Background: an optimization exercise with open tools, aiming at small area, a short achievable clock period and few clock cycles per item. Do not read the settings as production practice. At most, simulation tests tie the RTL to the original design; equivalence was not proved. Power is estimated from default activity; no workload was simulated.

Setup of lane 1:
==> flow/design.v <==
`default_nettype none
package pfr_pkg;
  localparam int Frames = 16;
  localparam int PageShift = 12;
  localparam int AddrBits = 32;
  localparam int PageBits = AddrBits - PageShift;
  localparam int IdxBits = $clog2(Frames);
  localparam int CntBits = $clog2(Frames + 1);
  localparam int CfgBits = 5;
  localparam logic CfgPolicy = 1'b0;
  localparam logic CfgFrames = 1'b1;
  localparam logic PolLru = 1'b0;
  localparam logic PolClock = 1'b1;
endpackage
`default_nettype wire
`default_nettype none
import pfr_pkg::*;
module pfr_cell (
  input  wire                          clk,
  input  wire                          rst_n,
  input  wire  [pfr_pkg::PageBits-1:0] cmp_page,   
  input  wire  [pfr_pkg::PageBits-1:0] wr_page,    
  input  wire                          act,        
  input  wire                          ld,         
  input  wire                          touch,      
  input  wire                          wr,         
  input  wire                          clr_ref,    
  output logic                         valid,
  output logic                         dirty,
  output logic                         refd,
  output logic                         match,
  output logic [pfr_pkg::PageBits-1:0] page
);
  always_ff @(posedge clk) begin
    if (!rst_n) valid <= 1'b0;
    else if (ld) valid <= 1'b1;
  end
  always_ff @(posedge clk) begin
    if (ld) page <= wr_page;
    if (ld) dirty <= wr;
    else if (touch && wr) dirty <= 1'b1;
    if (ld || touch) refd <= 1'b1;
    else if (clr_ref) refd <= 1'b0;
  end
  assign match = valid && act && (page == cmp_page);
endmodule
`default_nettype wire
`default_nettype none
import pfr_pkg::*;
module page_frame_replacement (
  input  wire                          clk,
  input  wire                          rst_n,
  input  wire                          start,
  output logic                         busy,
  input  wire  [pfr_pkg::AddrBits-1:0] in_virtual_address,
  input  wire                          in_is_write,
  output logic                         out_valid,
  output logic                         out_hit,
  output logic [3:0]                   out_frame,
  output logic                         out_evicted,
  output logic [19:0]                  out_victim_page,
  output logic                         out_victim_dirty,
  input  wire                          cfg_we,
  input  wire                          cfg_index,
  input  wire  [pfr_pkg::CfgBits-1:0]  cfg_data
);
  localparam int F = Frames;
  logic               busy_r;
  logic               policy_r;
  logic [CfgBits-1:0] nfr_r;
  logic [IdxBits-1:0] hand_r;
  logic [PageBits-1:0] page_r;
  logic               wr_r;
  logic [F-1:0]       match_r;
  logic [F-1:0] act, st_valid, st_dirty, st_refd, st_match;
  logic [F-1:0] ld, touch, clr;
  logic [PageBits-1:0] st_page [F];
  always_comb begin
    for (int i = 0; i < F; i++) act[i] = (i == 0) || (nfr_r > CfgBits'(i));
  end
  for (genvar g = 0; g < F; g++) begin : g_cell
    pfr_cell u_cell (.clk(clk), .rst_n(rst_n),
                     .cmp_page(in_virtual_address[AddrBits-1:PageShift]),
                     .wr_page(page_r), .act(act[g]), .ld(ld[g]), .touch(touch[g]),
                     .wr(wr_r), .clr_ref(clr[g]),
                     .valid(st_valid[g]), .dirty(st_dirty[g]), .refd(st_refd[g]),
                     .match(st_match[g]), .page(st_page[g]));
  end
  logic accept;
  assign accept = start && !busy_r;
  assign busy = busy_r;
  function automatic logic [F-1:0] lowest(input logic [F-1:0] x);
    logic seen;
    seen = 1'b0;
    for (int i = 0; i < F; i++) begin
      lowest[i] = x[i] && !seen;
      seen = seen || x[i];
    end
  endfunction
  logic [F-1:0] free, fs;
  logic fill;
  assign free = act & ~st_valid;
  assign fs = lowest(free);
  assign fill = |free;
  logic [F-1:0] r [F];
  logic [F-1:0] lv;
  always_comb begin
    for (int i = 0; i < F; i++) begin
      lv[i] = act[i];
      for (int j = 0; j < F; j++) begin
        if (j < i) lv[i] = lv[i] && (!act[j] || r[j][i]);
        else if (j > i) lv[i] = lv[i] && (!act[j] || !r[i][j]);
      end
    end
  end
  logic [F-1:0] hdec, h1, ge, cand, chi, cv, ltv, pass;
  logic [IdxBits-1:0] cv_next;
  always_comb begin
    logic s;
    for (int i = 0; i < F; i++) hdec[i] = (hand_r == IdxBits'(i)) && act[i];
    h1 = hdec;
    h1[0] = !(|hdec[F-1:1]);
    s = 1'b0;
    for (int i = 0; i < F; i++) begin
      s = s || h1[i];
      ge[i] = s;
    end
    cand = act & ~st_refd;
    chi = cand & ge;
    if (|chi) cv = lowest(chi);
    else if (|cand) cv = lowest(cand);
    else cv = h1;
    s = 1'b0;
    for (int i = 0; i < F; i++) begin
      s = s || cv[i];
      ltv[i] = !s;
    end
    if (|chi) pass = ge & ltv;
    else if (|cand) pass = act & (ge | ltv);
    else pass = act;
    cv_next = '0;
    for (int i = 0; i < F - 1; i++)
      if (cv[i] && act[i + 1]) cv_next = IdxBits'(i + 1);
  end
  logic [F-1:0] ldt_r;
  logic evict_r;
  always_ff @(posedge clk) begin
    match_r <= st_match;
    ldt_r <= fill ? fs : (policy_r == PolClock) ? cv : lv;
    evict_r <= !fill;
  end
  logic [F-1:0] hs, sel;
  logic hit, evict;
  assign hs = lowest(match_r);
  assign hit = |match_r;
  assign evict = !hit && evict_r;
  assign sel = hit ? hs : ldt_r;
  assign touch = busy_r ? hs : '0;
  assign ld = (busy_r && !hit) ? ldt_r : '0;
  assign clr = (busy_r && evict && policy_r == PolClock) ? pass : '0;
  for (genvar i = 0; i < F; i++) begin : g_ri
    for (genvar j = i + 1; j < F; j++) begin : g_rj
      always_ff @(posedge clk) begin
        if (touch[i] || ld[i]) r[i][j] <= 1'b1;
        else if (touch[j] || ld[j]) r[i][j] <= 1'b0;
      end
    end
  end
  logic [3:0] sel_idx;
  logic [PageBits-1:0] vpage;
  logic vdirty;
  always_comb begin
    sel_idx = '0;
    vpage = '0;
    for (int i = 0; i < F; i++) begin
      if (sel[i]) sel_idx = sel_idx | 4'(i);
      if (ldt_r[i]) vpage = vpage | st_page[i];
    end
    vdirty = |(ldt_r & st_dirty);
  end
  always_ff @(posedge clk) begin
    if (busy_r) begin
      page_r <= evict ? vpage : '0;
      wr_r <= evict && vdirty;
    end else begin
      page_r <= in_virtual_address[AddrBits-1:PageShift];
      wr_r <= in_is_write;
    end
  end
  assign out_victim_page = page_r;
  assign out_victim_dirty = wr_r;
  always_ff @(posedge clk) begin
    if (!rst_n) begin
      busy_r <= 1'b0; out_valid <= 1'b0;
      policy_r <= PolLru; nfr_r <= CfgBits'(F); hand_r <= '0;
    end else begin
      busy_r <= accept;
      out_valid <= busy_r;
      if (cfg_we && !busy_r) begin
        if (cfg_index == CfgPolicy) policy_r <= cfg_data[0];
        else nfr_r <= cfg_data;
      end
      if (busy_r && evict && policy_r == PolClock) hand_r <= cv_next;
    end
  end
  always_ff @(posedge clk) begin
    out_hit <= hit;
    out_frame <= sel_idx;
    out_evicted <= evict;
  end
endmodule
`default_nettype wire
Settings: LEC_CHECK=0, ABC_CLOCK_PERIOD_IN_PS=3000, CAP_MARGIN=20, CORE_MARGIN=2, CORE_UTILIZATION=55, SETUP_SLACK_MARGIN=5, SLEW_MARGIN=20; clock period 8.0 ns.
run.sh (not shown) runs the stock make flow with config.mk's settings and CLKGATE_MAP_FILE= SYNTH_SCRIPT=/design/flow/synth_recipe.tcl, a recipe that flattens the netlist after the stock synthesis.
Input-level comparison between lane 2 and lane 1:
- removing SETUP_SLACK_MARGIN (formerly 5)
- removing ABC_CLOCK_PERIOD_IN_PS (formerly 3000)
- changing CORE_UTILIZATION from 55 to 40
Results
- Clock-buffer cell count | lane 2 below lane 1
- Delta (lane 2 minus lane 1): non-clock buffering overhead in the final layout went down 11 points, first-pass GRT wire length dropped 8.5%, clock network fraction of total power up 2.6 points, final hold slack shrank by 0.0051 ns, setup slack shows a reduction of 1.70 ns.
- Diff lane 1 -> lane 2: overall power fell by 32 uW; number of buffer cells added on primary ports was more or less identical.
The inputs of lane 3 differ from those of lane 2 as listed below.
- CORE_UTILIZATION changed from 40 to 65
- SETUP_SLACK_MARGIN newly set to 5
- ABC_CLOCK_PERIOD_IN_PS newly set to 2000
Notes after the runs:
- Diff lane 2 -> lane 3: number of buffers inserted during clock tree synthesis dropped 5, HPWL after detailed placement dropped 8.6%, pre-CTS setup slack climbed 0.31 ns.
- Stage in which a tool error killed lane 3: 5_1_grt.
- What lane 3 reported for height of the die has to be multiplied by 1.3 to get the figure for lane 2.
Function was not checked in any run of this note: the RTL went through the layout flow alone.


Another version of the RTL of page_frame_replacement (not shown whole).
Size in the first run: roughly 570 flip-flops, ~72 I/O pins, about 27000 um^2 of cells after synthesis.
// page_frame_replacement
module page_frame_replacement (
  input  wire                          clk,
  input  wire                          rst_n,
  input  wire                          start,
  output logic                         busy,
  input  wire  [pfr_pkg::AddrBits-1:0] in_virtual_address,
  input  wire                          in_is_write,
  output logic                         out_valid,
  output logic                         out_hit,
  output logic [3:0]                   out_frame,
  output logic                         out_evicted,
  output logic [19:0]                  out_victim_page,
  output logic                         out_victim_dirty,
  input  wire                          cfg_we,
  input  wire                          cfg_index,
  input  wire  [pfr_pkg::CfgBits-1:0]  cfg_data
);
  localparam int F = Frames;
  logic               busy_r;
  logic               policy_r;
  logic [F-1:1]       act_r;    
  logic [IdxBits-1:0] hand_r;
  logic [PageBits-1:0] page_r;
  logic               wr_r;
  logic [F-1:0]       match_r;
  ...
clock: 8.0 ns
lec_check: 0
cap_margin: 20
core_margin: 2
core_utilization: 55
setup_slack_margin: 4.7
slew_margin: 20
standard.sh (not shown) runs the stock make flow with config.mk's settings and CLKGATE_MAP_FILE= SYNTH_SCRIPT=/design/flow/synth_recipe.tcl, a recipe that flattens the netlist after the stock synthesis.
==> flow/flow/run.sh <==
#!/bin/bash
bash standard.sh MATCH_CELL_FOOTPRINT=0 finish > standard.log 2>&1
Testbench counts at the start, summed over its fixed seeds: cycles 96,048, items 48,000.
Rerun with:
CTS_BUF_LIST = sky130_fd_sc_hd__clkbuf_8   (was default)
CTS_CLUSTER_DIAMETER = 45   (was default)
CTS_CLUSTER_SIZE = 30   (was default)
SETUP_SLACK_MARGIN = 4.85   (was 4.7)
What happened: Flip-flop and latch count does not change; wire length goes up by 1.9%; power went down by 6.4%; clock skew fell by 8.0 ps; area after synthesis is unchanged; via count went up by 1.6%; combinational power increases by 8.4%; first-iteration DRC count falls by 6.1%; count of clock-buffer cells in the layout goes down by 10.
Rerun with:
==> flow/run.sh (new file) <==
#!/bin/bash
# synth_recipe.tcl (not shown) runs the flow's synth.tcl, then flattens the netlist and writes it again
# the make line also repeats each setting of config.mk as NAME=value (left out here)
make -C /OpenROAD-flow-scripts/flow DESIGN_CONFIG=/design/flow/config.mk WORK_HOME=/design/flow/orfs CLKGATE_MAP_FILE= SYNTH_SCRIPT=/design/flow/synth_recipe.tcl finish
CTS_BUF_LIST = default   (was sky130_fd_sc_hd__clkbuf_8)
CTS_CLUSTER_DIAMETER = default   (was 45)
CTS_CLUSTER_SIZE = default   (was 30)
SETUP_SLACK_MARGIN = 4.0   (was 4.85)
removed: flow/flow/run.sh
removed: flow/standard.sh
Non-clock buffer count decreases by 94. Sequential share of layout area increases by 1.9 points. Clock power increases by 19%. Setup slack got worse by 730 ps. Global-route usage decreases by 0.73 points. Total power increases by about 6.5%. Synthesized area does not change. Combinational power decreases by 14%. Sequential power increases by about 1%.
Rerun with:
==> flow/flow/run.sh (new file) <==
#!/bin/bash
bash standard.sh MATCH_CELL_FOOTPRINT=0 finish > standard.log 2>&1
==> flow/standard.sh (new file) <==
#!/bin/bash
# synth_recipe.tcl (not shown) runs the flow's synth.tcl, then flattens the netlist and writes it again
# the make line also repeats each setting of config.mk as NAME=value (left out here)
make -C /OpenROAD-flow-scripts/flow DESIGN_CONFIG=/design/flow/config.mk WORK_HOME=/design/flow/orfs CLKGATE_MAP_FILE= SYNTH_SCRIPT=/design/flow/synth_recipe.tcl "${@:-finish}"
SETUP_SLACK_MARGIN = 4.85   (was 4.0)
removed: flow/run.sh
Via count grows by 2.2%.
Setup slack gains 810 ps.
Final area is higher by about 5%.
First-iteration DRC count fell by 2.2%.
Clock-buffer cell count is unchanged.
Synthesized cell count is unchanged.
Combinational power increases by about 12%.
Flip-flop and latch count stays the same.
Register-to-register slack improved by 640 ps.
Maximum frequency came out higher by about 25%.
Clock power barely changes.

==> re-timing with driven ports <==
Ports are ideal in the flow. The routed layouts listed here were re-timed in OpenROAD.
Step 1 (the two cells are an assumption about what drives the block):
set clk [get_ports {clk}]
set_driving_cell -lib_cell sky130_fd_sc_hd__clkbuf_16 $clk
set_driving_cell -lib_cell sky130_fd_sc_hd__buf_2 [delete_from_list [all_inputs] $clk]
Step 2 also shifts input and output timing later by t, the mid clock arrival at the registers, as if the neighbouring blocks saw the same clock.
Three values: ideal ports, drivers, drivers and shift; two values: the first two.
run	t, ns	slack for setup (ns)	worst setup path at the end	clock arrival spread, ns
lane 1	0.712	4.548 / 4.548 / 4.016	input to register	0.037 / 0.037
lane 2	0.686	2.849 / 2.849 / 2.849	register to register	0.021 / 0.021
the first run of note 2	0.707	4.571 / 4.612 / 3.905	input to register	0.043 / 0.043
the second run of note 2	0.752	4.724 / 4.762 / 4.010	input to register	0.035 / 0.035
the third run of note 2	0.708	3.997 / 4.036 / 3.328	input to register	0.041 / 0.041
the fourth run of note 2	0.706	4.809 / 4.805 / 4.146	input to register	0.040 / 0.041
After both steps every run listed still meets setup and hold. The setup slack of the second run of note 2, which loses most, moves by +0.038 ns with the drivers and by -0.714 ns with both steps.
